What follows belongs to an exercise in optimizing a design on an open flow for small area, a short achievable clock period and few clock cycles per item; a production flow would make more cautious choices. Where RTL was checked, it was by simulation tests only, not by an equivalence proof against the original. For runs 4 and 5, only the layout was checked, not whether the RTL still works. Power and IR drop assume default switching activity.

## flow/config.mk

```make
export PLATFORM = sky130hd
export DESIGN_NAME = muldiv_seq
export DESIGN_NICKNAME = muldiv_seq
export VERILOG_FILES = /design/flow/design.v
export SDC_FILE = /design/flow/constraint.sdc
export NUM_CORES = 4
export LEC_CHECK = 0
export ABC_AREA = 1
export CAP_MARGIN = 20
export CORE_MARGIN = 2
export CORE_UTILIZATION = 55
export SETUP_SLACK_MARGIN = 3.0
export SLEW_MARGIN = 20
export TNS_END_PERCENT = 10
```

## flow/constraint.sdc

```tcl
create_clock -name core_clock -period 7.0 [get_ports {clk}]
set_input_delay 1.4000 -clock core_clock [delete_from_list [all_inputs] [get_ports {clk}]]
set_output_delay 1.4000 -clock core_clock [all_outputs]
set_load 0.01 [all_outputs]
```

## flow/design.v

```verilog
module muldiv_seq #(
    parameter int XLEN = 64
) (
    input  logic            clk,
    input  logic            reset,
    input  logic            start_i,
    input  logic [3:0]      op_i,
    input  logic [XLEN-1:0] a_i,
    input  logic [XLEN-1:0] b_i,
    input  logic            flush_i,
    input  logic            ack_i,
    output logic            busy_o,
    output logic            stall_o,
    output logic            done_o,
    output logic [XLEN-1:0] result_o,
    output logic [1:0]      dbg_state_o
);
    logic busy_q, done_q;
    logic ph_mul_q, ph_prep_q, ph_div_q, ph_fix_q;
    logic w_q, rem_q, sa_q, sb_q, negres_q;
    logic b1one_q, b1two_q, b1neg_q, b2one_q, b2two_q, b2neg_q;
    logic cx_q, asel_y_q, ainv_q;
    logic [6:0]  ca_q;
    logic [5:0]  cb_q;
    logic [7:0]  jd;
    logic [5:0]  cnt_q, sh;
    logic [64:0] r_q;    
    logic [64:0] x_q;    
    logic [63:0] y_q;    
    function automatic logic [64:0] wsext(input logic w, input logic [64:0] v);
        wsext = w ? {{33{v[31]}}, v[31:0]} : v;
    endfunction
    function automatic logic [6:0] lzc64(input logic [63:0] v);
        logic [31:0][1:0] c1;
        logic [15:0][2:0] c2;
        logic [7:0][3:0]  c3;
        logic [3:0][4:0]  c4;
        logic [1:0][5:0]  c5;
        for (int i = 0; i < 32; i++)
            c1[i] = v[2*i+1] ? 2'd0 : (v[2*i] ? 2'd1 : 2'd2);
        for (int i = 0; i < 16; i++)
            c2[i] = c1[2*i+1][1] ? {c1[2*i][1], ~c1[2*i][1], c1[2*i][0]}
                                 : {1'b0, c1[2*i+1]};
        for (int i = 0; i < 8; i++)
            c3[i] = c2[2*i+1][2] ? {c2[2*i][2], ~c2[2*i][2], c2[2*i][1:0]}
                                 : {1'b0, c2[2*i+1]};
        for (int i = 0; i < 4; i++)
            c4[i] = c3[2*i+1][3] ? {c3[2*i][3], ~c3[2*i][3], c3[2*i][2:0]}
                                 : {1'b0, c3[2*i+1]};
        for (int i = 0; i < 2; i++)
            c5[i] = c4[2*i+1][4] ? {c4[2*i][4], ~c4[2*i][4], c4[2*i][3:0]}
                                 : {1'b0, c4[2*i+1]};
        lzc64 = c5[1][5] ? {c5[0][5], ~c5[0][5], c5[0][4:0]} : {1'b0, c5[1]};
    endfunction
    function automatic logic [2:0] booth(input logic hi, input logic lo, input logic prev);
        booth = {lo ^ prev,
                 (hi & ~lo & ~prev) | (~hi & lo & prev),
                 hi & ~(lo & prev)};
    endfunction
    logic accept, working;
    logic d_mul, d_w, d_sgn, d_rem, d_legal, d_sx;
    logic [63:0] a_ext, b_ext, ymul, xmul;
    logic [6:0]  ca, cb, cbr;
    logic        swap, d_sa, d_sb, d_bzero, d_early;
    logic [7:0]  ga, gb, ta, tb, tas;
    logic [7:0]  za, zb, ea63, eb63, ea31, eb31;
    logic [2:0]  d_bt1, d_bt2;
    always_comb begin
        accept  = !busy_q && start_i && !flush_i;
        working = busy_q && !done_q;
        d_mul   = (op_i == 4'd0) || (op_i == 4'd1);
        d_w     = (op_i == 4'd1) || (op_i == 4'd6) || (op_i == 4'd7) ||
                  (op_i == 4'd8) || (op_i == 4'd9);
        d_sgn   = (op_i == 4'd2) || (op_i == 4'd4) || (op_i == 4'd6) || (op_i == 4'd8);
        d_rem   = (op_i == 4'd4) || (op_i == 4'd5) || (op_i == 4'd8) || (op_i == 4'd9);
        d_legal = (op_i <= 4'd9);
        d_sx    = d_sgn || d_mul;
        a_ext   = d_w ? {{32{d_sx & a_i[31]}}, a_i[31:0]} : a_i;
        b_ext   = d_w ? {{32{d_sx & b_i[31]}}, b_i[31:0]} : b_i;
        d_sa    = d_sgn & (d_w ? a_i[31] : a_i[63]);
        d_sb    = d_sgn & (d_w ? b_i[31] : b_i[63]);
        ca    = lzc64(a_ext ^ {64{d_sx & a_ext[63]}});
        cbr   = lzc64(b_ext ^ {64{d_sx & b_ext[63]}});
        cb    = cbr[6] ? 7'd63 : cbr;
        for (int k = 0; k < 8; k++) begin
            za[k]   = (a_i[8*k +: 8] == 8'd0);
            zb[k]   = (b_i[8*k +: 8] == 8'd0);
            ea63[k] = (a_i[8*k +: 8] == {8{a_i[63]}});
            eb63[k] = (b_i[8*k +: 8] == {8{b_i[63]}});
            ea31[k] = (a_i[8*k +: 8] == {8{a_i[31]}});
            eb31[k] = (b_i[8*k +: 8] == {8{b_i[31]}});
            if (k >= 4) begin
                ga[k] = d_w || (d_sx ? ea63[k] : za[k]);
                gb[k] = d_w || (d_sx ? eb63[k] : zb[k]);
            end else begin
                ga[k] = d_sx ? (d_w ? ea31[k] : ea63[k]) : za[k];
                gb[k] = d_sx ? (d_w ? eb31[k] : eb63[k]) : zb[k];
            end
        end
        ta[7] = ga[7];
        tb[7] = gb[7];
        for (int k = 6; k >= 0; k--) begin
            ta[k] = ta[k+1] & ga[k];
            tb[k] = tb[k+1] & gb[k];
        end
        swap  = |(tb & ~ta);
        d_bzero = (&zb[3:0]) & (d_w | (&zb[7:4]));
        tas[0] = ta[0] & ~d_sa;
        for (int k = 1; k < 8; k++)
            tas[k] = ta[k] & (~d_sa | a_i[8*k-1] | (d_w && k >= 5));
        d_early = |(tas & ~tb);
        ymul  = (d_mul && swap) ? b_ext : a_ext;
        xmul  = swap ? a_ext : b_ext;
        d_bt1 = booth(ymul[1], ymul[0], 1'b0);
        d_bt2 = booth(ymul[3], ymul[2], ymul[1]);
    end
    logic [65:0] op_a, sel1, sel2, op1, op2, cs_s, cs_c, sum;
    logic [65:0] x66;
    always_comb begin
        x66  = {x_q[64], x_q};
        op_a = (asel_y_q ? {2'b00, y_q} : {r_q[64], r_q})
               ^ {66{ainv_q}};
        sel1 = b1one_q ? x66 : (b1two_q ? {x66[64:0], 1'b0} : 66'd0);
        sel2 = b2one_q ? {x66[63:0], 2'b00} : (b2two_q ? {x66[62:0], 3'b000} : 66'd0);
        op1  = sel1 ^ {66{b1neg_q}};
        op2  = sel2 ^ {66{b2neg_q}};
        cs_s = op_a ^ op1 ^ op2;
        cs_c = {((op_a & op1) | (op_a & op2) | (op1 & op2)), b1neg_q};
        sum  = cs_s + cs_c[65:0] + {65'd0, b2neg_q | cx_q};
    end
    logic mul_last, div_last, rneg, wfin;
    logic [2:0] n_bt1, n_bt2;
    always_comb begin
        mul_last = (&y_q[63:3]) | ~(|y_q[63:3]);
        div_last = (cnt_q == 6'd0);
        rneg     = sum[64];
        n_bt1    = booth(y_q[5], y_q[4], y_q[3]);
        n_bt2    = booth(y_q[7], y_q[6], y_q[5]);
        jd       = {2'b00, cb_q} + {7'd0, sa_q} - {1'b0, ca_q};
        sh       = jd[7] ? 6'd0 : jd[5:0];
        wfin     = w_q & (ph_fix_q | (ph_mul_q & mul_last) | (ph_div_q & rem_q & div_last));
    end
    always_ff @(posedge clk) begin
        if (!reset) begin
            busy_q    <= 1'b0;
            done_q    <= 1'b0;
            ph_mul_q  <= 1'b0;
            ph_prep_q <= 1'b0;
            ph_div_q  <= 1'b0;
            ph_fix_q  <= 1'b0;
        end else if (accept) begin
            busy_q    <= 1'b1;
            done_q    <= !d_legal;
            ph_mul_q  <= d_legal && d_mul;
            ph_prep_q <= d_legal && !d_mul && !d_early;
            ph_div_q  <= 1'b0;
            ph_fix_q  <= d_legal && !d_mul && d_early;
        end else if (working && flush_i) begin
            busy_q    <= 1'b0;
            ph_mul_q  <= 1'b0;
            ph_prep_q <= 1'b0;
            ph_div_q  <= 1'b0;
            ph_fix_q  <= 1'b0;
        end else if (done_q) begin
            if (ack_i || flush_i) begin
                busy_q <= 1'b0;
                done_q <= 1'b0;
            end
        end else begin
            if (ph_mul_q && mul_last) begin
                ph_mul_q <= 1'b0;
                done_q   <= 1'b1;
            end
            if (ph_prep_q) begin
                ph_prep_q <= 1'b0;
                ph_div_q  <= 1'b1;
            end
            if (ph_div_q && div_last) begin
                ph_div_q <= 1'b0;
                if (!rem_q || rneg || negres_q) ph_fix_q <= 1'b1;
                else done_q <= 1'b1;
            end
            if (ph_fix_q) begin
                ph_fix_q <= 1'b0;
                done_q   <= 1'b1;
            end
        end
    end
    always_ff @(posedge clk) begin
        if (accept) begin
            w_q      <= d_w;
            rem_q    <= d_rem;
            sa_q     <= d_sa;
            sb_q     <= d_sb;
            negres_q <= d_rem ? d_sa : (d_sa ^ d_sb) & !d_bzero;
            ca_q     <= d_mul ? 7'd0 : (d_bzero ? {6'd0, d_sa} : ca);
            cb_q     <= d_mul ? 6'd4 : (d_bzero ? 6'd63 : cb[5:0]);
            r_q      <= 65'd0;
            x_q      <= d_mul ? {xmul[63], xmul} : {d_sb, b_ext};
            y_q      <= ymul;
            {b1one_q, b1two_q, b1neg_q} <= d_mul ? d_bt1 : 3'b000;
            {b2one_q, b2two_q, b2neg_q} <= d_mul ? d_bt2 : 3'b000;
            cx_q     <= !d_mul && !d_early && d_sa;
            ainv_q   <= !d_mul && !d_early && d_sa;
            asel_y_q <= !d_mul && !(d_early && !d_rem);
        end else begin
            if (ph_mul_q)       y_q <= {{4{y_q[63]}}, y_q[63:4]};
            else if (ph_prep_q) y_q <= 64'd0;
            else                y_q <= {y_q[62:0], ~rneg};
        end
        if (!accept && working) begin
            r_q <= wsext(wfin, {sum[64] & ~ph_prep_q, sum[63:0]});
            if (ph_mul_q) begin
                x_q <= x_q << sh;
                {b1one_q, b1two_q, b1neg_q} <= n_bt1;
                {b2one_q, b2two_q, b2neg_q} <= n_bt2;
            end
            if (ph_prep_q) begin
                asel_y_q <= 1'b0;
                x_q     <= x_q << sh;
                cnt_q   <= sh;
                b1one_q <= 1'b1;
                b1neg_q <= ~sb_q;
                cx_q    <= 1'b0;
                ainv_q  <= 1'b0;
            end
            if (ph_div_q) begin
                if (!div_last) begin
                    x_q     <= {x_q[64], x_q[64:1]};
                    cnt_q   <= cnt_q - 6'd1;
                    b1neg_q <= ~rneg ^ sb_q;
                end else begin
                    asel_y_q <= !rem_q;
                    ainv_q   <= negres_q;
                    cx_q     <= negres_q;
                    b1one_q  <= rem_q && rneg;
                    b1neg_q  <= rem_q && rneg && (negres_q ^ sb_q);
                end
            end
        end
    end
    always_comb begin
        busy_o      = busy_q;
        done_o      = done_q;
        stall_o     = accept || working;
        result_o    = r_q[63:0];
        dbg_state_o = {done_q, working};
    end
endmodule
```

## flow/run.sh

```bash
#!/bin/bash
# synth_recipe.tcl (not shown) runs the flow's synth.tcl, then flattens the netlist and writes it again
# the make line also repeats each setting of config.mk as NAME=value (left out here)
make -C /OpenROAD-flow-scripts/flow DESIGN_CONFIG=/design/flow/config.mk WORK_HOME=/design/flow/orfs CLKGATE_MAP_FILE= SYNTH_SCRIPT=/design/flow/synth_recipe.tcl finish
```

==> results.rst, run 1 <==
.. list-table::
   :header-rows: 1

   * - Metric
     - Value
   * - Initial antenna violation count
     - 11
   * - Area fraction of the dominant cell type after synthesis
     - ~13%
   * - Pin count of the biggest net entering global routing
     - 75
   * - Maximum resistive drop on vdd
     - between 0.3 and 0.4 mV
   * - All-layer global routing usage
     - ~51%
   * - Vias per cell
     - slightly below 7
   * - Count of distinct cell types in the synthesized netlist
     - 67
   * - Die H
     - between 200 and 250 um
   * - Library cell with the largest summed area after synthesis
     - nand2_1
   * - Starting density of the core
     - between 50% and 60%
   * - Fraction of the yosys area taken by sequential cells
     - around 18%
   * - Fin. Hold Viols
     - 0
   * - Syn. warnings
     - 1
   * - Global-route wire length before repair
     - ~230 mm
   * - Clock latency on the worst-skew pair
     - between 0.6 and 0.7 ns
   * - Area added between synthesis and finish
     - 21.6%
   * - Ratio of total power to cell area
     - roughly 310 nW/um^2
   * - Wire length per cell
     - between 20 and 30 um
   * - Final count of pins violating max slew
     - 0
   * - Final global-route overflow total
     - 0
   * - Number of DRC markers in iteration 0
     - 7810
   * - Static Leakage
     - between 15 and 20 nW
   * - Number of cells produced by synthesis
     - 5036
   * - Max_slew headroom
     - about an eighth
   * - Worst Hold Slack
     - between 0.4 and 0.5 ns
   * - Slew at the pin with the worst max-slew slack
     - roughly 1.3 ns
   * - Worst hold path class
     - reg -> reg
   * - Maximum level of the CTS H-tree
     - 1
   * - Post-detailed-routing wire length
     - ~160 mm
   * - TritonCTS buffer count
     - 31
   * - Biggest fanout along the worst timing path
     - 10
   * - Flip-flop cell with the highest count after synthesis
     - dfxtp_1
   * - Number of enable-type register cells in the synthesized netlist
     - 91
   * - Fillers
     - about 5000
   * - Via count of the first global-routing pass
     - ~35000
   * - Asr flop ratio synth
     - 0%
   * - Placer's final routability congestion estimate
     - 1.12
   * - Fmax achieved
     - 230 MHz
   * - I/O pins
     - about 200
   * - Clock transition at the registers of the reported paths
     - approximately 0.070 ns
   * - Ratio of final minimum period to clock period
     - ~62%
   * - Worst setup path class
     - in -> reg
   * - Detailed Place HPWL
     - approximately 110 mm
   * - Overall via count from detail_route
     - about 40000
   * - Cell types occupying the most area after synthesis
     - nand2_1, dfxtp_1, edfxtp_1, xor2_1, inv_1
   * - Ratio of cells with drive above 1 in the final layout
     - 13.5%
   * - Type of destination of the critical path
     - flop
   * - I/O Buffers
     - a little over 200
   * - Number of detailed-route iterations in the first pass
     - 13
   * - Remaining antenna violation count
     - 0
   * - Syn Std Cell Area
     - 31200 um^2
   * - Sort of element at the start of the critical path
     - input port
   * - Clock period minus worst slack
     - 4.36 ns
   * - Core area
     - between 50000 and 60000 um^2
   * - Total negative slack
     - 0 ns
   * - TritonCTS clock tree
     - yes
   * - Worst clock skew
     - 0.0242 ns
   * - Setup repair after global routing missed its margin
     - yes
   * - Row count
     - 87
   * - Clock Root Buffer
     - clkbuf_16
   * - Maximum buffer depth of the clock tree
     - 3
   * - Total of endpoints with negative setup slack in the final report
     - 0
   * - Synthesis-stage register bit count
     - approximately 230
   * - Worst EP required
     - between 7 and 8 ns
   * - Drc violations
     - 0
   * - Data arrival, critical path
     - ~4.9 ns
   * - Number of nets in the final layout
     - about 5500
   * - Die Area
     - ~59000 um^2
   * - Die Wd
     - around 240 um
   * - Mean Syn Cell Area
     - 6.19 um^2
   * - Max-cap viol count
     - 0
   * - Total nets after synthesis
     - ~5300
   * - Clock net sink count
     - 233
   * - Outcome
     - complete, no violations
Yosys cell counts (all sizes together), types with 17 or more instances:
master	n
o211ai	38
clkinv	17
nand2	1085
nor2	331
inv	635
o221ai	22
dfxtp	142
nand3	470
xnor2	29
nand4	76
nor3	45
nor4	32
fa	67
o21ai	528
o22ai	150
a31oi	51
a21oi	320
clkbuf	184
edfxtp	91
ha	87
a22oi	45
or2	39
xor2	310
buf	150
stage by stage:
stage          instance area [um^2]  setup WS (ns)  total power [mW]  utilization, %  cells
2_1_floorplan                 31400           2.96              6.35               -   5036
3_3_place_gp                  33100          0.991              8.29            58.9   5719
3_5_place_dp                  33100          0.768              8.35            58.9   5720
4_1_cts                       36200           2.87              10.4            64.5   5876
5_1_grt                       37900           2.57              12.1            67.4   5940
6_report                      37900           2.64              11.6            67.5   5945
path summary, 6_finish.rpt:
path | start | to | slack, ns | depth (start not counted)
max | op_i[2] | ainv_q | 2.64 | 18
min | x_q[37] | x_q[36] | 0.49 | 2
max reg2reg | asel_y_q | r_q[45] | 2.67 | 22
min reg2reg | x_q[37] | x_q[36] | 0.49 | 2
power breakdown:
| group | switching, mW | internal (mW) | leakage, nW | total (mW) |
|---|---|---|---|---|
| combinational | 5.21 | 2.60 | 14.4 | 7.81 |
| sequential | 0.379 | 1.73 | 2.08 | 2.11 |
| clock | 0.726 | 0.949 | 0.498 | 1.67 |
state kept, by name, indices dropped and copies added (netlist names), 6 cells and up:
signal	count
y_q	64
cb_q	6
x_q	65
cnt_q	6
r_q	65
ca_q	7
layout make-up:
| type | count | area (um^2) | area share [%] |
|---|---|---|---|
| clock buffer | 48 | 932 | 2.46 |
| inverter | 652 | 2590 | 6.85 |
| antenna | 6 | 15.0 | 0.0396 |
| timing repair inverter | 3 | 28.8 | 0.0760 |
| clock inverter | 9 | 85.1 | 0.225 |
| tap | 756 | 946 | 2.50 |
| multi-input combinational | 3832 | 23500 | 62.0 |
| sequential | 233 | 5600 | 14.8 |
| timing repair buffer | 406 | 4220 | 11.1 |
cell families after synthesis:
group	count (synthesis)	share of synthesized area [%]
AOI/OAI and AO/OA	1231	22.5
xor gates and xnor gates	339	9.53
adders and majority gates	154	7.80
buffers and inverters	986	13.2
DFF	233	17.9
muxes	1	0.0321
and+or+nand+nor	2092	29.0
worst max-delay path: stages:
cell,delay (ns)
clkdlybuf4s15_2,0.23
nor2_4,0.22
o21ai_2,0.12
nand2_4,0.20
nand2_2,0.14
o21ai_4,0.17
nand2_2,0.21
clkinv_2,0.22
nand2_1,0.12
o21ai_0,0.27
nor2_1,0.08
a41oi_1,0.20
o311ai_0,0.31
nor2_2,0.27
nand4_1,0.35
o21ai_0,0.23
nand2_1,0.10
nand2_1,0.08
what timing repair did:
item	CTS	global route
gates resized for setup	306	256
hold buffers	0	0
gates cloned	25	6
hold endpoints to repair	0	0
buffers inserted	74	57
setup endpoints to repair	203	188
pin swaps	59	88
placed cells by master (no fill, tap or decap), drive strengths merged, types with 10 or more instances in the layout:
cell,Yosys,final
dfxtp,142,142
o21a,16,16
ha,87,87
a21oi,320,320
xor2,310,310
nand4,76,76
dlygate4sd2,0,10
o22ai,150,150
nor3,45,45
buf,150,191
o21ai,528,530
o211ai,38,38
clkbuf,184,51
a31oi,51,51
nor2,331,331
or2,39,43
inv,635,630
nor4,32,32
xnor2,29,29
clkinv,17,19
o221ai,22,22
o31ai,12,12
clkdlybuf4s50,0,189
clkinvlp,0,14
edfxtp,91,91
a22oi,45,45
nand2,1085,1090
fa,67,67
nand3,470,474
metal layers:
layer  global-route usage, %  vias up  share of wire [%]  wire length [um]
met1                    65.9    18304                 35             56300
li1                        -    17117                  -                 -
met5                   0.654        -              0.075               120
met4                    29.7       12                8.7             13900
met3                    19.9      862                 17             28000
met2                    71.0     3669                 39             62200
Testbench counts, summed over its fixed seeds: cycles 17,527, ops 1,920.
==> run 2, diff against run 1 <==
--- a/flow/config.mk
+++ b/flow/config.mk
@@ -9,6 +9,8 @@
 export CAP_MARGIN = 20
 export CORE_MARGIN = 2
 export CORE_UTILIZATION = 55
+export CTS_BUF_LIST = sky130_fd_sc_hd__clkbuf_8
+export CTS_CLUSTER_SIZE = 20
 export SETUP_SLACK_MARGIN = 3.0
 export SLEW_MARGIN = 20
 export TNS_END_PERCENT = 10
==> results.rst, run 2 <==
.. list-table::
   :header-rows: 1

   * - Metric
     - Value
   * - Drc violations
     - 0
   * - Slowest stage delay, CP
     - roughly 0.44 ns
   * - Syn. warnings
     - 1
   * - Number of detailed-route iterations in the first pass
     - 12
   * - Synthesis-stage register bit count
     - about 230
   * - Clock net sink count
     - ~230
   * - Maximum buffer depth of the clock tree
     - 3
   * - Fraction of the yosys area taken by sequential cells
     - 17.9%
   * - Hold Buf Count CTS
     - 0
   * - Clock network fraction of total power
     - about 14%
   * - Placed Instances
     - 5720
   * - Area added between synthesis and finish
     - 21.9%
   * - Fmax achieved
     - 232 MHz
   * - Worst hold path class
     - reg -> reg
   * - Initial antenna violation count
     - 15
   * - Mean Syn Cell Area
     - 6.19 um^2
   * - I/O pins
     - 206
   * - Combinational power share
     - just under 70%
   * - Type of destination of the critical path
     - flop
   * - Ordered list of cells on the worst path
     - buf_4 > buf_12 > inv_12 > nand2_1 > o21ai_0 > xor2_1 > fa_1 > ha_1 > nand2_1 > nor2_4 > inv_1 > nor4_4 > nand3_4 > nand3_4 > nand2_2 > o211ai_1 > a21oi_2 > or2_4 > nand3_2 > a21oi_2
   * - Core area
     - approximately 56000 um^2
   * - Final count of pins violating max slew
     - 0
   * - Fillers
     - a little under 5000
   * - Worst clock skew
     - roughly 0.094 ns
   * - Library cell with the largest summed area after synthesis
     - nand2_1
   * - Ratio of cells with drive above 1 in the final layout
     - between 10% and 20%
   * - Syn Std Cell Area
     - 31200 um^2
   * - Total area of multi-input combinational cells
     - 23500 um^2
   * - Asr flop ratio synth
     - 0%
   * - Worst Hold Slack
     - just under 0.5 ns
   * - Count of non-filler cells in the finished layout
     - around 6000
   * - Buffers & Inverters on Critical Path
     - 4
   * - Total negative slack
     - 0 ns
   * - Number of DRC markers in iteration 0
     - approximately 7900
   * - TritonCTS buffer count
     - between 40 and 50
   * - Number of cells produced by synthesis
     - 5036
   * - Number of nets in the final layout
     - about 5500
   * - Most frequent standard cell in the layout excluding fill and tap cells
     - nand2_1
   * - Row count
     - 87
   * - Setup repair after global routing missed its margin
     - yes
   * - Post-detailed-routing wire length
     - approximately 160 mm
   * - Number of enable-type register cells in the synthesized netlist
     - 91
   * - Total nets after synthesis
     - around 5300
   * - Sort of element at the start of the critical path
     - flop
   * - Ratio of final minimum period to clock period
     - just over 60%
   * - Sequential cell area
     - between 5000 and 6000 um^2
   * - Die Area
     - between 50000 and 60000 um^2
   * - Fin. Hold Viols
     - 0
   * - Biggest fanout along the worst timing path
     - 18
   * - Maximum level of the CTS H-tree
     - 2
   * - I/O Buffers
     - ~210
   * - Category of cells accounting for the largest share of critical-path delay
     - simple AND/OR/NAND/NOR gates
   * - Clock Root Buffer
     - clkbuf_8
   * - Placement Setup Slack
     - 0.768 ns
   * - Clock period minus worst slack
     - roughly 4.3 ns
   * - Leading cell types by count after synthesis
     - nand2_1, inv_1, nand3_1, o21ai_0
   * - Slew at the pin with the worst max-slew slack
     - ~1.2 ns
   * - Detailed Place HPWL
     - 115 mm
   * - Ratio of total power to cell area
     - roughly 300 nW/um^2
   * - Clock transition at the registers of the reported paths
     - 0.07 ns
   * - Pin count of the biggest net entering global routing
     - 75
   * - Total of endpoints with negative setup slack in the final report
     - 0
   * - Placer's final routability congestion estimate
     - 1.12
   * - Via count of the first global-routing pass
     - ~35000
   * - Internal
     - 5.20 mW
   * - Post-layout utilization of the core
     - between 60% and 70%
   * - Die H
     - around 240 um
   * - Most frequent cells in the layout
     - nand2_1, inv_1, nand3_1, o21ai_0, xor2_1
   * - Area fraction of the dominant cell type after synthesis
     - about an eighth
   * - Worst EP required
     - roughly 7.4 ns
   * - Dominant cell by count in the synthesized netlist
     - nand2_1
   * - Starting density of the core
     - 55.5%
   * - Biggest registers after layout
     - r_q: 65 flops, x_q: 65 flops, y_q: 64 flops
   * - Final global-route overflow total
     - 0
   * - Switching power
     - roughly 6.5 mW
   * - TritonCTS clock tree
     - yes
   * - Outcome
     - complete, no violations
   * - Switching portion of total power
     - a little under three fifths
   * - Remaining antenna violation count
     - 0
   * - Die Wd
     - between 200 and 250 um
   * - Max-cap viol count
     - 0
   * - Worst setup path class
     - reg -> reg
   * - Maximum resistive drop on vdd
     - between 0.4 and 0.5 mV
   * - Max_slew headroom
     - about 17%
   * - Global-route wire length before repair
     - between 200 and 250 mm
   * - Sequential group share of total power
     - ~18%
   * - Cell types occupying the most area after synthesis
     - nand2_1, dfxtp_1, edfxtp_1, xor2_1, inv_1
   * - Worst r2r path cells
     - 20
   * - Final worst slack
     - around 2.7 ns
   * - Clock latency on the worst-skew pair
     - 0.74 ns
   * - Count of distinct cell types in the synthesized netlist
     - 67
   * - Static Leakage
     - approximately 17 nW
   * - Data arrival, critical path
     - ~4.7 ns
   * - Count of cell instances traversed by the critical path
     - 20
   * - Flip-flop cell with the highest count after synthesis
     - dfxtp_1
   * - Vias per cell
     - approximately 6.7
   * - Overall via count from detail_route
     - approximately 40000
   * - Worst hold path cell count
     - 2
   * - All-layer global routing usage
     - around half
   * - Wire length per cell
     - about 27 um
   * - Critical path's slowest cell
     - fa_1
[run 2: cell count changes in the layout (fill, tap and decap cells not counted), moves of 7 or more]
| cell | change |
|---|---|
| o21ai_2 | +7 |
| dlymetal6s2s_1 | +14 |
| clkbuf_16 | -32 |
| o21ai_1 | +13 |
| inv_2 | +10 |
| dlygate4sd2_1 | -9 |
| o22ai_1 | +7 |
| clkbuf_8 | +53 |
| a21oi_2 | +7 |
| o21ai_0 | -19 |
| a31oi_4 | +7 |
| clkbuf_1 | -10 |
[run 2: kinds of logic (layout without fill, tap and decap cells)]
| logic type | Yosys count | in the layout | share of synthesized area, % |
|---|---|---|---|
| and+or+nand+nor | 2092 | 2103 | 29.0 |
| xor gates and xnor gates | 339 | 339 | 9.53 |
| buffers and inverters | 986 | 1144 | 13.2 |
| AOI/OAI and AO/OA | 1231 | 1233 | 22.5 |
| adders and majority gates | 154 | 154 | 7.80 |
| DFF | 233 | 233 | 17.9 |
| other | 0 | 5 | 0 |
| muxes | 1 | 1 | 0.0321 |
[run 2: cell type report]
cell class | count | area share (%)
Tap cell | 756 | 2.49
Multi-Input combinational cell | 3830 | 61.8
Timing Repair inverter | 2 | 0.0955
Timing Repair Buffer | 407 | 11.4
Clock inverter | 25 | 0.484
Inverter | 652 | 6.84
Sequential cell | 233 | 14.7
Clock buffer | 58 | 2.10
Antenna cell | 5 | 0.0329
[run 2: final timing paths]
path / slack (ns) / endpoint / startpoint
worst max-delay path: 2.68 / r_q[58] / asel_y_q
worst min-delay path: 0.49 / x_q[62] / x_q[63]
worst max register to register: 2.68 / r_q[58] / asel_y_q
worst min register to register: 0.49 / x_q[62] / x_q[63]
[run 2: through the flow]
step / area, um^2 / total power [mW]
final: 38000 / 11.7
after global routing: 38000 / 12.1
after CTS: 36300 / 10.4
after detailed placement: 33100 / 8.35
after global placement: 33100 / 8.29
after floorplan: 31400 / 6.35
[run 2: metal layers]
| layer | vias to the layer above | GRT usage, % | wire (um) |
|---|---|---|---|
| met1 | 18199 | 66.5 | 56600 |
| li1 | 17174 | - | - |
| met5 | - | 1.80 | 268 |
| met2 | 3700 | 71.0 | 62900 |
| met4 | 20 | 31.3 | 14600 |
| met3 | 936 | 19.3 | 28500 |
[run 2: worst reg2reg max path, cell delays in order, from the launching register on]
cell and delay [ns]:
dfxtp_4 0.40, buf_4 0.16, buf_12 0.13, inv_12 0.14
nand2_1 0.12, o21ai_0 0.14, xor2_1 0.21, fa_1 0.44
ha_1 0.42, nand2_1 0.19, nor2_4 0.21, inv_1 0.12
nor4_4 0.31, nand3_4 0.13, nand3_4 0.12, nand2_2 0.05
o211ai_1 0.19, a21oi_2 0.10, or2_4 0.26, nand3_2 0.06
a21oi_2 0.06
[run 2: power by group through the flow]
stage	Sequential (mW)	Combinational (mW)	Clock (mW)
2_1_floorplan	1.90	4.45	0
3_3_place_gp	2.06	6.23	0
3_5_place_dp	2.06	6.28	0
4_1_cts	2.05	6.84	1.54
5_1_grt	2.10	8.41	1.61
6_report	2.11	7.96	1.59
[run 2: repair_timing]
item | CTS | global route
setup buffers | 79 | 51
gates cloned | 24 | 6
endpoints found under the hold margin | 0 | 0
pin swaps | 58 | 84
endpoints found under the setup margin | 202 | 195
resized for setup | 286 | 335
==> run 3, diff against run 2 <==
--- a/flow/config.mk
+++ b/flow/config.mk
@@ -9,8 +9,6 @@
 export CAP_MARGIN = 20
 export CORE_MARGIN = 2
 export CORE_UTILIZATION = 55
-export CTS_BUF_LIST = sky130_fd_sc_hd__clkbuf_8
-export CTS_CLUSTER_SIZE = 20
-export SETUP_SLACK_MARGIN = 3.0
+export SETUP_SLACK_MARGIN = 2.75
 export SLEW_MARGIN = 20
 export TNS_END_PERCENT = 10
==> results.rst, run 3 <==
.. list-table::
   :header-rows: 1

   * - Metric
     - Value
   * - Switching portion of total power
     - about 55%
   * - Biggest registers after layout
     - r_q: 65 flops, x_q: 65 flops, y_q: 64 flops
   * - Hold Buf Count CTS
     - 0
   * - Core area
     - roughly 56000 um^2
   * - Row count
     - slightly below 90
   * - Pin count of the biggest net entering global routing
     - 86
   * - Dominant cell by count in the synthesized netlist
     - nand2_1
   * - Initial antenna violation count
     - 10
   * - Worst setup path startpoint
     - b_i[31]
   * - Post-detailed-routing wire length
     - approximately 150 mm
   * - Clock Root Buffer
     - clkbuf_16
   * - Fraction of the yosys area taken by sequential cells
     - between 10% and 20%
   * - Total of endpoints with negative setup slack in the final report
     - 0
   * - Worst hold path cell count
     - 2
   * - Clock transition at the registers of the reported paths
     - 0.06 ns
   * - Ratio of total power to cell area
     - between 300 and 400 nW/um^2
   * - Most frequent standard cell in the layout excluding fill and tap cells
     - nand2_1
   * - Starting density of the core
     - between 50% and 60%
   * - Die Wd
     - 242 um
   * - TritonCTS clock tree
     - yes
   * - Max_slew headroom
     - roughly a fifth
   * - Maximum buffer depth of the clock tree
     - 3
   * - Ordered list of cells on the worst path
     - dlygate4sd2_1 > inv_2 > ha_1 > inv_1 > nand2_1 > nand2_1 > nand2_1 > a21oi_1 > nand3_1 > nor2_2 > nor2_4 > nand3_4 > nand2_8 > buf_12 > o21ai_1 > nor2_1 > nand2_1 > a21oi_1
   * - Sequential group share of total power
     - around a fifth
   * - Number of DRC markers in iteration 0
     - about 7000
   * - Static Leakage
     - 16.5 nW
   * - Overall via count from detail_route
     - 38846
   * - Worst reg2reg startpoint
     - b1one_q
   * - Leading cell types by count after synthesis
     - nand2_1, inv_1, nand3_1, o21ai_0
   * - Drc violations
     - 0
   * - Total area of multi-input combinational cells
     - around 23000 um^2
   * - I/O Buffers
     - around 210
   * - Maximum level of the CTS H-tree
     - 1
   * - Detailed Place HPWL
     - around 110 mm
   * - Fmax achieved
     - about 230 MHz
   * - Most common cell on crit path
     - nand2_1
   * - Switching power
     - slightly above 6 mW
   * - Type of destination of the critical path
     - flop
   * - Fin. Hold Viols
     - 0
   * - Worst r2r dst
     - r_q[50]
   * - Mean Syn Cell Area
     - between 6 and 7 um^2
   * - Worst r2r path cells
     - 20
   * - Setup repair after global routing missed its margin
     - yes
   * - Vias per cell
     - around 6.6
   * - Internal
     - between 5 and 6 mW
   * - Die Area
     - approximately 59000 um^2
   * - Outcome
     - complete, no violations
   * - I/O pins
     - roughly 200
   * - Total Power Consumption
     - roughly 11 mW
   * - Sequential cell area
     - roughly 5600 um^2
   * - Die H
     - 242 um
   * - Cell types occupying the most area after synthesis
     - nand2_1, dfxtp_1, edfxtp_1, xor2_1, inv_1
   * - Asr flop ratio synth
     - 0%
   * - Total negative slack
     - 0 ns
   * - Number of nets in the final layout
     - approximately 5400
   * - Count of distinct cell types in the synthesized netlist
     - 67
   * - Remaining antenna violation count
     - 0
   * - Via count of the first global-routing pass
     - approximately 34000
   * - Library cell with the largest summed area after synthesis
     - nand2_1
   * - Total nets after synthesis
     - roughly 5300
   * - Ratio of cells with drive above 1 in the final layout
     - between 10% and 20%
   * - Synthesis-stage register bit count
     - ~230
   * - Data arrival, critical path
     - 4.85 ns
   * - Number of cells produced by synthesis
     - a little over 5000
   * - Area added between synthesis and finish
     - 18.4%
   * - Slowest stage delay, CP
     - 0.64 ns
   * - Critical path's slowest cell
     - dlygate4sd2_1
   * - Max-cap viol count
     - 0
   * - Worst setup path class
     - in -> reg
   * - Worst clock skew
     - 0.0625 ns
   * - Clock net sink count
     - about 230
   * - Clock period minus worst slack
     - between 4 and 5 ns
   * - Final global-route overflow total
     - 0
   * - TritonCTS buffer count
     - 28
   * - Biggest fanout along the worst timing path
     - 7
   * - Ratio of final minimum period to clock period
     - 62.2%
   * - Sort of element at the start of the critical path
     - input port
   * - Most frequent cells in the layout
     - nand2_1, inv_1, nand3_1, o21ai_0, xor2_1
   * - Worst hold path class
     - reg -> reg
   * - Post-layout utilization of the core
     - between 60% and 70%
   * - Maximum resistive drop on vdd
     - between 0.2 and 0.3 mV
   * - Fillers
     - around 5200
   * - Flip-flop cell with the highest count after synthesis
     - dfxtp_1
   * - Worst EP required
     - 7.50 ns
   * - Worst setup path endpoint
     - b1one_q
   * - Area fraction of the dominant cell type after synthesis
     - between 10% and 20%
   * - Clock network fraction of total power
     - a little over an eighth
   * - Placer's final routability congestion estimate
     - roughly 1.1
   * - Combinational power share
     - 67.9%
   * - All-layer global routing usage
     - 48.6%
   * - Number of enable-type register cells in the synthesized netlist
     - between 90 and 100
   * - Syn Std Cell Area
     - between 30000 and 40000 um^2
   * - Worst reg2reg setup slack
     - 2.67 ns
   * - Slew at the pin with the worst max-slew slack
     - roughly 1.2 ns
   * - Syn. warnings
     - 1
   * - Clock latency on the worst-skew pair
     - 0.63 ns
   * - Final count of pins violating max slew
     - 0
   * - Number of detailed-route iterations in the first pass
     - 9
   * - Wire length per cell
     - 26.1 um
   * - Global-route wire length before repair
     - 217 mm
==> run 3: power by group through the flow <==
stage | Combinational [mW] | Clock [mW] | Sequential, mW
after global routing | 8.08 | 1.53 | 2.07
final | 7.58 | 1.49 | 2.08
after CTS | 6.55 | 1.48 | 2.04
after floorplan | 4.39 | 0 | 1.90
after detailed placement | 6.25 | 0 | 2.06
after global placement | 6.22 | 0 | 2.06
==> run 3: area by class of cell <==
type / instances / area share [%]
repair buffers: 357 / 10.3
clock inverters: 6 / 0.125
clock buffers: 45 / 2.29
multi-input cells: 3827 / 62.5
flip-flops and latches: 233 / 15.2
diodes: 5 / 0.0339
repair inverters: 1 / 0.0305
inverters: 652 / 6.98
well taps: 756 / 2.56
==> run 3: how the worst min path moves through the flow <==
| stage | from | endpoint | slack [ns] |
|---|---|---|---|
| after floorplan | x_q[4] | x_q[3] | 0.43 |
| after global placement | x_q[37] | x_q[36] | 0.46 |
| after detailed placement | x_q[45] | x_q[44] | 0.46 |
| after CTS | x_q[45] | x_q[44] | 0.46 |
| after global routing | x_q[45] | x_q[44] | 0.49 |
| final | x_q[45] | x_q[44] | 0.47 |
==> run 3: logic make-up after synthesis <==
group	count (synthesis)	synth area share, %
and+or+nand+nor	2092	29.0
AOI/OAI and AO/OA	1231	22.5
buffers and inverters	986	13.2
xor gates and xnor gates	339	9.53
DFF	233	17.9
adders and majority gates	154	7.80
muxes	1	0.0321
==> run 3: critical path: cells and delay by family <==
kind / cells / cell delay, ns
buffers and inverters: 4 / 1.10
adders and majority gates: 1 / 0.33
and+or+nand+nor: 10 / 1.24
AOI/OAI and AO/OA: 3 / 0.79
==> run 3: repair_timing <==
item | in CTS | in global routing
pin swaps | 32 | 59
endpoints found under the setup margin | 202 | 170
gates cloned | 16 | 8
setup buffers | 37 | 40
gates resized for setup | 206 | 279
==> run 3: stage by stage <==
| step | hold slack [ns] | instance area, um^2 | std cells | setup WS, ns |
|---|---|---|---|---|
| 3_3_place_gp | 0.456 | 33100 | 5725 | 1.37 |
| 3_5_place_dp | 0.455 | 33100 | 5725 | 1.26 |
| 2_1_floorplan | 0.434 | 31200 | 5036 | 2.75 |
| 4_1_cts | 0.464 | 35300 | 5829 | 2.71 |
| 6_report | 0.467 | 36900 | 5882 | 2.65 |
| 5_1_grt | 0.488 | 36900 | 5877 | 2.59 |
==> run 3: routing by layer <==
layer	up-vias	global-route usage [%]	wire length, um
li1	16992	-	-
met1	17795	65.2	55900
met2	3343	67.8	59900
met3	706	15.6	25000
met4	10	28.9	12300
met5	-	0	50
==> run 4, diff against run 3 <==
--- a/flow/design.v
+++ b/flow/design.v
@@ -19,7 +19,7 @@
     logic ph_mul_q, ph_prep_q, ph_div_q, ph_fix_q;
     logic w_q, rem_q, sa_q, sb_q, negres_q;
     logic b1one_q, b1two_q, b1neg_q, b2one_q, b2two_q, b2neg_q;
-    logic cx_q, asel_y_q, ainv_q;
+    logic b1y_q, b2r_q, azero_q;
     logic [6:0]  ca_q;
     logic [5:0]  cb_q;
     logic [7:0]  jd;
@@ -63,7 +63,6 @@
     logic [6:0]  ca, cb, cbr;
     logic        swap, d_sa, d_sb, d_bzero, d_early;
     logic [7:0]  ga, gb, ta, tb, tas;
-    logic [7:0]  za, zb, ea63, eb63, ea31, eb31;
     logic [2:0]  d_bt1, d_bt2;
     always_comb begin
         accept  = !busy_q && start_i && !flush_i;
@@ -77,25 +76,14 @@
         d_sx    = d_sgn || d_mul;
         a_ext   = d_w ? {{32{d_sx & a_i[31]}}, a_i[31:0]} : a_i;
         b_ext   = d_w ? {{32{d_sx & b_i[31]}}, b_i[31:0]} : b_i;
-        d_sa    = d_sgn & (d_w ? a_i[31] : a_i[63]);
-        d_sb    = d_sgn & (d_w ? b_i[31] : b_i[63]);
+        d_sa    = d_sgn & a_ext[63];
+        d_sb    = d_sgn & b_ext[63];
         ca    = lzc64(a_ext ^ {64{d_sx & a_ext[63]}});
         cbr   = lzc64(b_ext ^ {64{d_sx & b_ext[63]}});
         cb    = cbr[6] ? 7'd63 : cbr;
         for (int k = 0; k < 8; k++) begin
-            za[k]   = (a_i[8*k +: 8] == 8'd0);
-            zb[k]   = (b_i[8*k +: 8] == 8'd0);
-            ea63[k] = (a_i[8*k +: 8] == {8{a_i[63]}});
-            eb63[k] = (b_i[8*k +: 8] == {8{b_i[63]}});
-            ea31[k] = (a_i[8*k +: 8] == {8{a_i[31]}});
-            eb31[k] = (b_i[8*k +: 8] == {8{b_i[31]}});
-            if (k >= 4) begin
-                ga[k] = d_w || (d_sx ? ea63[k] : za[k]);
-                gb[k] = d_w || (d_sx ? eb63[k] : zb[k]);
-            end else begin
-                ga[k] = d_sx ? (d_w ? ea31[k] : ea63[k]) : za[k];
-                gb[k] = d_sx ? (d_w ? eb31[k] : eb63[k]) : zb[k];
-            end
+            ga[k] = (a_ext[8*k +: 8] == {8{d_sx & a_ext[63]}});
+            gb[k] = (b_ext[8*k +: 8] == {8{d_sx & b_ext[63]}});
         end
         ta[7] = ga[7];
         tb[7] = gb[7];
@@ -104,10 +92,10 @@
             tb[k] = tb[k+1] & gb[k];
         end
         swap  = |(tb & ~ta);
-        d_bzero = (&zb[3:0]) & (d_w | (&zb[7:4]));
+        d_bzero = (b_ext == 64'd0);
         tas[0] = ta[0] & ~d_sa;
         for (int k = 1; k < 8; k++)
-            tas[k] = ta[k] & (~d_sa | a_i[8*k-1] | (d_w && k >= 5));
+            tas[k] = ta[k] & (~d_sa | a_ext[8*k-1]);
         d_early = |(tas & ~tb);
         ymul  = (d_mul && swap) ? b_ext : a_ext;
         xmul  = swap ? a_ext : b_ext;
@@ -118,15 +106,16 @@
     logic [65:0] x66;
     always_comb begin
         x66  = {x_q[64], x_q};
-        op_a = (asel_y_q ? {2'b00, y_q} : {r_q[64], r_q})
-               ^ {66{ainv_q}};
-        sel1 = b1one_q ? x66 : (b1two_q ? {x66[64:0], 1'b0} : 66'd0);
-        sel2 = b2one_q ? {x66[63:0], 2'b00} : (b2two_q ? {x66[62:0], 3'b000} : 66'd0);
+        op_a = {r_q[64], r_q} & {66{~azero_q}};
+        sel1 = b1one_q ? x66 : (b1two_q ? {x66[64:0], 1'b0} :
+               (b1y_q ? {2'b00, y_q} : 66'd0));
+        sel2 = b2one_q ? {x66[63:0], 2'b00} : (b2two_q ? {x66[62:0], 3'b000} :
+               (b2r_q ? {r_q[64], r_q} : 66'd0));
         op1  = sel1 ^ {66{b1neg_q}};
         op2  = sel2 ^ {66{b2neg_q}};
         cs_s = op_a ^ op1 ^ op2;
         cs_c = {((op_a & op1) | (op_a & op2) | (op1 & op2)), b1neg_q};
-        sum  = cs_s + cs_c[65:0] + {65'd0, b2neg_q | cx_q};
+        sum  = cs_s + cs_c[65:0] + {65'd0, b2neg_q};
     end
     logic mul_last, div_last, rneg, wfin;
     logic [2:0] n_bt1, n_bt2;
@@ -198,11 +187,11 @@
             r_q      <= 65'd0;
             x_q      <= d_mul ? {xmul[63], xmul} : {d_sb, b_ext};
             y_q      <= ymul;
-            {b1one_q, b1two_q, b1neg_q} <= d_mul ? d_bt1 : 3'b000;
+            {b1one_q, b1two_q, b1neg_q} <= d_mul ? d_bt1 : {2'b00, !d_early && d_sa};
             {b2one_q, b2two_q, b2neg_q} <= d_mul ? d_bt2 : 3'b000;
-            cx_q     <= !d_mul && !d_early && d_sa;
-            ainv_q   <= !d_mul && !d_early && d_sa;
-            asel_y_q <= !d_mul && !(d_early && !d_rem);
+            b1y_q    <= !d_mul && !(d_early && !d_rem);
+            b2r_q    <= 1'b0;
+            azero_q  <= 1'b0;
         end else begin
             if (ph_mul_q)       y_q <= {{4{y_q[63]}}, y_q[63:4]};
             else if (ph_prep_q) y_q <= 64'd0;
@@ -216,13 +205,11 @@
                 {b2one_q, b2two_q, b2neg_q} <= n_bt2;
             end
             if (ph_prep_q) begin
-                asel_y_q <= 1'b0;
                 x_q     <= x_q << sh;
                 cnt_q   <= sh;
+                b1y_q   <= 1'b0;
                 b1one_q <= 1'b1;
                 b1neg_q <= ~sb_q;
-                cx_q    <= 1'b0;
-                ainv_q  <= 1'b0;
             end
             if (ph_div_q) begin
                 if (!div_last) begin
@@ -230,11 +217,12 @@
                     cnt_q   <= cnt_q - 6'd1;
                     b1neg_q <= ~rneg ^ sb_q;
                 end else begin
-                    asel_y_q <= !rem_q;
-                    ainv_q   <= negres_q;
-                    cx_q     <= negres_q;
+                    azero_q  <= 1'b1;
+                    b1y_q    <= !rem_q;
+                    b2r_q    <= rem_q;
+                    b2neg_q  <= rem_q && negres_q;
                     b1one_q  <= rem_q && rneg;
-                    b1neg_q  <= rem_q && rneg && (negres_q ^ sb_q);
+                    b1neg_q  <= rem_q ? (rneg && (negres_q ^ sb_q)) : negres_q;
                 end
             end
         end
==> flow/config.mk (replaced) <==
export PLATFORM = sky130hd
export DESIGN_NAME = muldiv_seq
export DESIGN_NICKNAME = muldiv_seq
export VERILOG_FILES = /design/flow/design.v
export SDC_FILE = /design/flow/constraint.sdc
export NUM_CORES = 4
export LEC_CHECK = 0
export CAP_MARGIN = 20
export CORE_MARGIN = 2
export CORE_UTILIZATION = 40
export SETUP_SLACK_MARGIN = 2.5
export SLEW_MARGIN = 20
==> results.rst, run 4 <==
.. list-table::
   :header-rows: 1

   * - Metric
     - Value
   * - Ordered list of cells on the worst path
     - nor2b_4 > nor2b_4 > nand2_2 > xnor2_2 > fa_1 > fa_2 > fa_2 > a211oi_2 > nor2_2 > o21ai_4 > a311oi_4 > a211oi_4 > o21bai_4 > a221oi_2 > o211ai_1 > buf_4 > o311a_1 > a2111oi_2
   * - Drc violations
     - 0
   * - Initial antenna violation count
     - 5
   * - Placer's final routability congestion estimate
     - roughly 1.0
   * - I/O pins
     - between 200 and 250
   * - Worst reg2reg setup slack
     - ~2 ns
   * - Row count
     - a little over 100
   * - Remaining antenna violation count
     - 0
   * - Total placed instance area
     - between 30000 and 40000 um^2
   * - Met1 Usage GRT
     - between 40% and 50%
   * - Flip-flop cell with the highest count after synthesis
     - dfxtp_1
   * - Final count of pins violating max slew
     - 0
   * - Biggest registers after layout
     - r_q: 65 flops, x_q: 65 flops, y_q: 64 flops
   * - Setup repair after global routing missed its margin
     - yes
   * - Number of DRC markers in iteration 0
     - around 4800
   * - Pin count of the biggest net entering global routing
     - around 130
   * - Worst setup path class
     - reg -> reg
   * - Maximum level of the CTS H-tree
     - 1
   * - Ratio of final minimum period to clock period
     - between 70% and 80%
   * - TritonCTS buffer count
     - 30
   * - Cell types occupying the most area after synthesis
     - dfxtp_1, edfxtp_1, nand2_1, a21oi_1, o21ai_0
   * - Internal
     - a little over 6 mW
   * - Synthesis-stage register bit count
     - between 200 and 250
   * - Clock network fraction of total power
     - a little over an eighth
   * - Total of endpoints with negative setup slack in the final report
     - 0
   * - Syn. warnings
     - 1
   * - Slowest stage delay, CP
     - between 0.5 and 0.6 ns
   * - Count of distinct cell types in the synthesized netlist
     - 105
   * - Total nets after synthesis
     - roughly 4800
   * - Asr flop ratio synth
     - 0%
   * - Ratio of cells with drive above 1 in the final layout
     - a little over a fifth
   * - Max_slew headroom
     - between 15 and 20%
   * - Slew at the pin with the worst max-slew slack
     - ~1.2 ns
   * - Outcome
     - complete, no violations
   * - Wire length per cell
     - between 20 and 30 um
   * - Worst hold path cell count
     - 2
   * - Area fraction of the dominant cell type after synthesis
     - 8.88%
   * - Met3 usage
     - under 10%
   * - Sequential group share of total power
     - about a fifth
   * - Worst hold path class
     - reg -> reg
   * - Clock latency on the worst-skew pair
     - 0.61 ns
   * - I/O Buffers
     - approximately 200
   * - Number of cells produced by synthesis
     - ~4500
   * - All-layer global routing usage
     - between 30% and 40%
   * - Die H
     - ~290 um
   * - Worst r2r path cells
     - 18
   * - Leading cell types by count after synthesis
     - nand2_1, a21oi_1, o21ai_0, nor2_1, clkbuf_1
   * - Post-Synth XOR/XNOR Area
     - 5.25%
   * - Overall via count from detail_route
     - 37773
   * - Clock period minus worst slack
     - roughly 5 ns
   * - Clock net sink count
     - about 230
   * - Category of cells accounting for the largest share of critical-path delay
     - compound AO/OA/AOI/OAI gates
   * - Area added between synthesis and finish
     - 31.1%
   * - Ratio of total power to cell area
     - between 200 and 300 nW/um^2
   * - Fin. Hold Viols
     - 0
   * - Vias per cell
     - ~6.6
   * - Area fraction in and, or, nand and nor cells after synthesis
     - approximately 22%
   * - Hold Buf Count CTS
     - 0
   * - Worst clock skew
     - approximately 0.016 ns
   * - Switching portion of total power
     - about half
   * - Most frequent standard cell in the layout excluding fill and tap cells
     - nand2_1
   * - Post-detailed-routing wire length
     - 159 mm
   * - Max-cap viol count
     - 0
   * - Number of detailed-route iterations in the first pass
     - 6
   * - Most used routing layer in global routing
     - met2
   * - Final instance area
     - 42000 um^2
   * - Count of non-filler cells in the finished layout
     - between 5000 and 6000
   * - Library cell with the largest summed area after synthesis
     - dfxtp_1
   * - Combinational family with the most area after synthesis
     - compound AO/OA/AOI/OAI gates
   * - Met2 routing resource usage after global routing
     - 57.1%
   * - Worst r2r dst
     - done_q
   * - Maximum buffer depth of the clock tree
     - 3
   * - Global-route wire length before repair
     - approximately 230 mm
   * - Compound-Gate Fraction of Synth Area
     - 33.2%
   * - Combinational power share
     - 67.6%
   * - Fraction of the yosys area taken by sequential cells
     - approximately 17%
   * - Mean Syn Cell Area
     - just over 7 um^2
   * - Final global-route overflow total
     - 0
   * - Detailed Place HPWL
     - ~110 mm
   * - Static Leakage
     - 17.0 nW
   * - End of the worst hold path
     - y_q[1]
   * - Worst EP required
     - roughly 7.5 ns
   * - Worst reg2reg startpoint
     - b2r_q
   * - Multiplexer area fraction after synthesis
     - roughly 6.0%
   * - Sort of element at the start of the critical path
     - flop
   * - Synth Area in Adders
     - approximately 7.4%
   * - Most frequent cells in the layout
     - nand2_1, a21oi_1, nor2_1, buf_4, o21ai_0
   * - Total negative slack
     - 0 ns
   * - Die Area
     - ~82000 um^2
   * - Die Wd
     - between 200 and 300 um
   * - Starting density of the core
     - slightly above 40%
   * - Worst hold path startpoint
     - y_q[0]
   * - Via count of the first global-routing pass
     - between 30000 and 40000
   * - Placed Instances
     - 5369
   * - Critical path's slowest cell
     - fa_1
   * - Biggest fanout along the worst timing path
     - 4
   * - Number of enable-type register cells in the synthesized netlist
     - between 90 and 100
   * - Fmax achieved
     - 199 MHz
   * - Buffers & Inverters on Critical Path
     - 1
   * - TritonCTS clock tree
     - yes
   * - Data arrival, critical path
     - around 5.5 ns
   * - Maximum resistive drop on vdd
     - roughly 0.16 mV
   * - Number of nets in the final layout
     - 4931
   * - Dominant cell by count in the synthesized netlist
     - nand2_1
   * - Post-layout utilization of the core
     - 53.0%
   * - Clock transition at the registers of the reported paths
     - 0.06 ns
   * - Clock Root Buffer
     - clkbuf_16
   * - Core area
     - approximately 79000 um^2
   * - Switching power
     - approximately 6.0 mW
   * - Type of destination of the critical path
     - flop
   * - Syn Std Cell Area
     - ~32000 um^2
==> run 4: cell types whose count changed in the layout (fill, tap and decap cells not counted), moves of 149 or more <==
cell,previous run,this run
buf_4,105,270
nand2_1,1034,547
o21ai_0,410,249
inv_1,604,93
nand3_1,443,71
xor2_1,304,155
==> run 4: cell type report <==
| type | count | area [um^2] |
|---|---|---|
| Sequential cell | 233 | 5610 |
| Clock buffer | 36 | 878 |
| Multi-Input combinational cell | 3656 | 26900 |
| Antenna cell | 2 | 5.00 |
| Tap cell | 1050 | 1310 |
| Fill cell | 7614 | 37200 |
| Clock inverter | 20 | 161 |
| Timing Repair Buffer | 623 | 6660 |
| Inverter | 100 | 390 |
==> run 4: metrics by stage <==
step | hold WS [ns] | setup slack (ns) | power [mW]
6_report | 0.619 | 1.98 | 12.2
5_1_grt | 0.646 | 1.79 | 12.9
4_1_cts | 0.569 | 2.09 | 11.4
3_5_place_dp | 0.556 | 0.535 | 8.75
3_3_place_gp | 0.560 | 0.590 | 8.75
2_1_floorplan | 0.473 | 2.12 | 6.75
==> run 4: power groups by stage <==
stage                     Combinational [mW]  Clock [mW]  Sequential [mW]
after detailed placement                6.47           0             2.28
final                                   8.25        1.67             2.29
after global routing                    8.91        1.71             2.28
after global placement                  6.46           0             2.29
after CTS                               7.47        1.67             2.24
after floorplan                         4.93           0             1.82
==> run 4: tightest hold or removal path, cell delays in order (launching register included) <==
cell and delay [ns]:
dfxtp_1 0.39, a221oi_1 0.10, nor2_1 0.10
==> run 4: logic make-up (layout without fill, tap and decap cells) <==
family | count (synthesis) | in the layout
compound gates | 1580 | 1581
simple gates | 1540 | 1547
buf+inv | 594 | 779
flops | 233 | 233
xor+xnor | 192 | 192
mux | 186 | 186
fa+ha+maj | 150 | 150
other cells | 0 | 2
==> run 4: per-layer routing <==
| layer | vias to the layer above | share of wire (%) |
|---|---|---|
| met4 | 4 | 7.5 |
| li1 | 16793 | - |
| met3 | 552 | 9.4 |
| met2 | 2197 | 44 |
| met5 | - | 0.017 |
| met1 | 18227 | 39 |
==> run 4: how the worst max path moves through the flow <==
stage / slack, ns / endpoint / start / depth (start not counted)
CTS: 2.09 / r_q[62] / b2r_q / 19
global route: 1.79 / done_q / b2r_q / 18
global placement: 0.59 / x_q[36] / b_i[31] / 14
finish: 1.98 / done_q / b2r_q / 18
detailed placement: 0.53 / b2one_q / b_i[31] / 16
floorplan: 2.12 / b2neg_q / op_i[0] / 18
==> run 4: repair_timing <==
action | 4_1_cts | 5_1_grt
cloned | 22 | 16
resized for setup | 363 | 464
pin swaps | 113 | 201
setup buffers | 162 | 93
setup endpoints to repair | 191 | 177
==> run 5, diff against run 4 <==
--- a/flow/config.mk
+++ b/flow/config.mk
@@ -8,5 +8,5 @@
 export CAP_MARGIN = 20
 export CORE_MARGIN = 2
 export CORE_UTILIZATION = 40
-export SETUP_SLACK_MARGIN = 2.5
+export SETUP_SLACK_MARGIN = 3.0
 export SLEW_MARGIN = 20
==> results.rst, run 5 <==
.. list-table::
   :header-rows: 1

   * - Metric
     - Value
   * - Outcome
     - complete, no violations
   * - Asr flop ratio synth
     - 0%
   * - Static Leakage
     - between 15 and 20 nW
   * - Max_slew headroom
     - 15.4%
   * - Placer's final routability congestion estimate
     - about 1.0
   * - Total Power Consumption
     - approximately 13 mW
   * - Post-detailed-routing wire length
     - about 160 mm
   * - Total of endpoints with negative setup slack in the final report
     - 0
   * - Pin count of the biggest net entering global routing
     - 88
   * - Total area of multi-input combinational cells
     - 27900 um^2
   * - Biggest registers after layout
     - r_q: 65 flops, x_q: 65 flops, y_q: 64 flops
   * - Die Wd
     - ~290 um
   * - Fin. Hold Viols
     - 0
   * - Cell types occupying the most area after synthesis
     - dfxtp_1, edfxtp_1, nand2_1, a21oi_1, o21ai_0
   * - Library cell with the largest summed area after synthesis
     - dfxtp_1
   * - Maximum level of the CTS H-tree
     - 1
   * - Slowest stage delay, CP
     - between 0.5 and 0.6 ns
   * - Biggest fanout along the worst timing path
     - 5
   * - Internal
     - between 6 and 7 mW
   * - Count of distinct cell types in the synthesized netlist
     - between 100 and 150
   * - Initial antenna violation count
     - 3
   * - End of the worst hold path
     - b2two_q
   * - Vias per cell
     - approximately 6.7
   * - Maximum buffer depth of the clock tree
     - 3
   * - Ratio of cells with drive above 1 in the final layout
     - about a quarter
   * - Starting density of the core
     - between 40% and 50%
   * - Mean Syn Cell Area
     - around 7.2 um^2
   * - Combinational power share
     - between 60 and 70%
   * - Number of DRC markers in iteration 0
     - 5042
   * - Worst hold path class
     - reg -> reg
   * - Critical path's slowest cell
     - fa_1
   * - Number of detailed-route iterations in the first pass
     - 9
   * - Switching power
     - between 6 and 7 mW
   * - Leading cell types by count after synthesis
     - nand2_1, a21oi_1, o21ai_0, nor2_1, clkbuf_1
   * - Data arrival, critical path
     - between 5 and 6 ns
   * - Setup repair after global routing missed its margin
     - yes
   * - Number of enable-type register cells in the synthesized netlist
     - 91
   * - Final global-route overflow total
     - 0
   * - Flip-flop cell with the highest count after synthesis
     - dfxtp_1
   * - Global-route wire length before repair
     - 235 mm
   * - Synthesis-stage register bit count
     - roughly 230
   * - Fillers
     - ~7300
   * - Syn Std Cell Area
     - roughly 32000 um^2
   * - Max-cap viol count
     - 0
   * - Fraction of the yosys area taken by sequential cells
     - 17.4%
   * - TritonCTS buffer count
     - 29
   * - Ratio of total power to cell area
     - 295 nW/um^2
   * - Worst r2r path cells
     - 28
   * - Die Area
     - 82300 um^2
   * - Row count
     - about 100
   * - Sequential group share of total power
     - between 10% and 20%
   * - Final count of pins violating max slew
     - 0
   * - Sequential cell area
     - between 5000 and 6000 um^2
   * - Switching portion of total power
     - 49.6%
   * - Number of cells produced by synthesis
     - 4475
   * - Die H
     - 287 um
   * - Most frequent standard cell in the layout excluding fill and tap cells
     - nand2_1
   * - Most common cell on crit path
     - buf_6
   * - Worst setup path class
     - reg -> reg
   * - Number of nets in the final layout
     - ~5000
   * - Total nets after synthesis
     - about 4800
   * - Via count of the first global-routing pass
     - approximately 35000
   * - TritonCTS clock tree
     - yes
   * - Area added between synthesis and finish
     - 36.2%
   * - Clock net sink count
     - roughly 230
   * - Wire length per cell
     - between 20 and 30 um
   * - Overall via count from detail_route
     - around 39000
   * - I/O pins
     - between 200 and 250
   * - Detailed Place HPWL
     - 111 mm
   * - Total negative slack
     - 0 ns
   * - Worst r2r dst
     - r_q[28]
   * - Worst clock skew
     - just over 0.02 ns
   * - Hold Buf Count CTS
     - 0
   * - Worst hold path startpoint
     - b2two_q
   * - Drc violations
     - 0
   * - Clock transition at the registers of the reported paths
     - ~0.060 ns
   * - Dominant cell by count in the synthesized netlist
     - nand2_1
   * - Syn. warnings
     - 1
   * - Most frequent cells in the layout
     - nand2_1, nor2_1, buf_4, a21oi_1, o21ai_0
   * - I/O Buffers
     - about 210
   * - Slew at the pin with the worst max-slew slack
     - 1.27 ns
   * - Type of destination of the critical path
     - flop
   * - Clock period minus worst slack
     - about 5 ns
   * - Worst reg2reg setup slack
     - 2.02 ns
   * - All-layer global routing usage
     - a little under two fifths
   * - Sort of element at the start of the critical path
     - flop
   * - Remaining antenna violation count
     - 0
   * - Worst EP required
     - ~7.3 ns
   * - Clock Root Buffer
     - clkbuf_16
   * - Fmax achieved
     - between 200 and 250 MHz
   * - Area fraction of the dominant cell type after synthesis
     - just under 9%
   * - Core area
     - 79100 um^2
   * - Maximum resistive drop on vdd
     - 0.187 mV
   * - Clock latency on the worst-skew pair
     - 0.61 ns
   * - Ratio of final minimum period to clock period
     - between 70% and 80%
   * - Clock network fraction of total power
     - approximately an eighth
   * - Worst reg2reg startpoint
     - b2r_q
   * - Worst hold path cell count
     - 2
==> run 5: cell families (layout without fill, tap and decap cells) <==
group | Yosys count | count (layout) | share of synthesized area (%)
xor+xnor | 192 | 192 | 5.25
compound gates | 1580 | 1583 | 33.2
other cells | 0 | 6 | 0
mux | 186 | 186 | 6.00
simple gates | 1540 | 1551 | 22.3
flops | 233 | 233 | 17.4
buf+inv | 594 | 837 | 8.32
fa+ha+maj | 150 | 150 | 7.43
==> run 5: metrics by stage <==
step | instance area (um^2) | worst slack (ns) | utilization (%) | hold slack, ns | cells
final | 43600 | 2.02 | 55.1 | 0.558 | 5788
after global routing | 43600 | 1.85 | 55.1 | 0.596 | 5782
after CTS | 40800 | 2.05 | 51.6 | 0.555 | 5655
after detailed placement | 34600 | 0.725 | 43.7 | 0.532 | 5344
after global placement | 34600 | 0.725 | 43.7 | 0.536 | 5344
after floorplan | 32800 | 2.12 | - | 0.470 | 4475
==> run 5: critical path, delay by kind of cell, from the launching register on <==
| kind | cells | cell delay (ns) |
|---|---|---|
| AO/OA/AOI/OAI | 8 | 1.21 |
| XOR/XNOR | 2 | 0.33 |
| adder cells (fa/ha/maj) | 2 | 0.87 |
| buffers and inverters | 11 | 1.24 |
| flip-flops | 1 | 0.35 |
| AND/OR/NAND/NOR | 5 | 0.68 |
==> run 5: area by class of cell <==
| class | count | area share, % |
|---|---|---|
| multi-input combinational | 3662 | 63.9 |
| timing repair buffer | 683 | 17.0 |
| sequential | 233 | 12.9 |
| tap | 1050 | 3.01 |
| clock buffer | 42 | 2.01 |
| inverter | 100 | 0.881 |
| clock inverter | 12 | 0.218 |
| antenna | 6 | 0.0344 |
==> run 5: timing repair <==
action                                  CTS  global route
pin swaps                               221           272
cloned                                   47             4
hold endpoints to repair                  0             0
buffers inserted                        210           123
resized for setup                       607           403
endpoints found under the setup margin  209           200
==> run 5: power by group through the flow <==
stage / combinational [mW] / clock [mW] / sequential (mW)
2_1_floorplan: 5.07 / 0 / 1.82
3_3_place_gp: 6.59 / 0 / 2.30
3_5_place_dp: 6.60 / 0 / 2.29
4_1_cts: 7.66 / 1.59 / 2.25
5_1_grt: 9.56 / 1.65 / 2.28
6_report: 8.94 / 1.60 / 2.31
==> run 5: worst max path at each step <==
stage / depth (start not counted) / slack [ns] / startpoint / to
2_1_floorplan: 18 / 2.12 / op_i[0] / b2neg_q
6_report: 28 / 2.02 / b2r_q / r_q[28]
3_5_place_dp: 15 / 0.73 / b_i[31] / b2one_q
3_3_place_gp: 15 / 0.72 / b_i[31] / b2one_q
4_1_cts: 20 / 2.05 / b2two_q / b1neg_q
5_1_grt: 26 / 1.85 / b1y_q / r_q[28]
==> run 5: layer usage <==
layer  global-route usage [%]  up-vias  routed length (um)
li1                         -    16941                   -
met1                     46.9    18603               62400
met2                     57.8     2469               71100
met3                     8.56      645               17300
met4                     23.4        4               13100
met5                        0        -                  25

==> static timing again, ports no longer ideal <==
The flow's constraints put no driver on any port. The routed layouts listed below were extracted and timed again, unchanged, in two steps. Step 1 assumes that a clkbuf_16 drives the clock port and a buf_2 every other input. Step 2 times the ports against the registers' clock, not the clock port: input delays grow and output delays shrink by t, the midpoint of the rising clock arrivals with the driver on. Three values: ideal, step 1, step 2; two values: the first two.
run | t, ns | setup slack, ns | clock arrival spread, ns
run 1 | 0.693 | 2.643 / 2.663 / 1.970 | 0.025 / 0.024
run 2 | 0.752 | 2.680 / 2.680 / 2.230 | 0.094 / 0.094
run 3 | 0.668 | 2.646 / 2.626 / 2.021 | 0.063 / 0.064
run 4 | 0.667 | 1.976 / 1.976 / 1.605 | 0.017 / 0.017
run 5 | 0.669 | 2.022 / 2.022 / 1.489 | 0.021 / 0.020
After both steps every run listed still meets setup and hold. The setup slack of run 1, which loses most, moves by +0.020 ns with the drivers and by -0.673 ns with both steps.
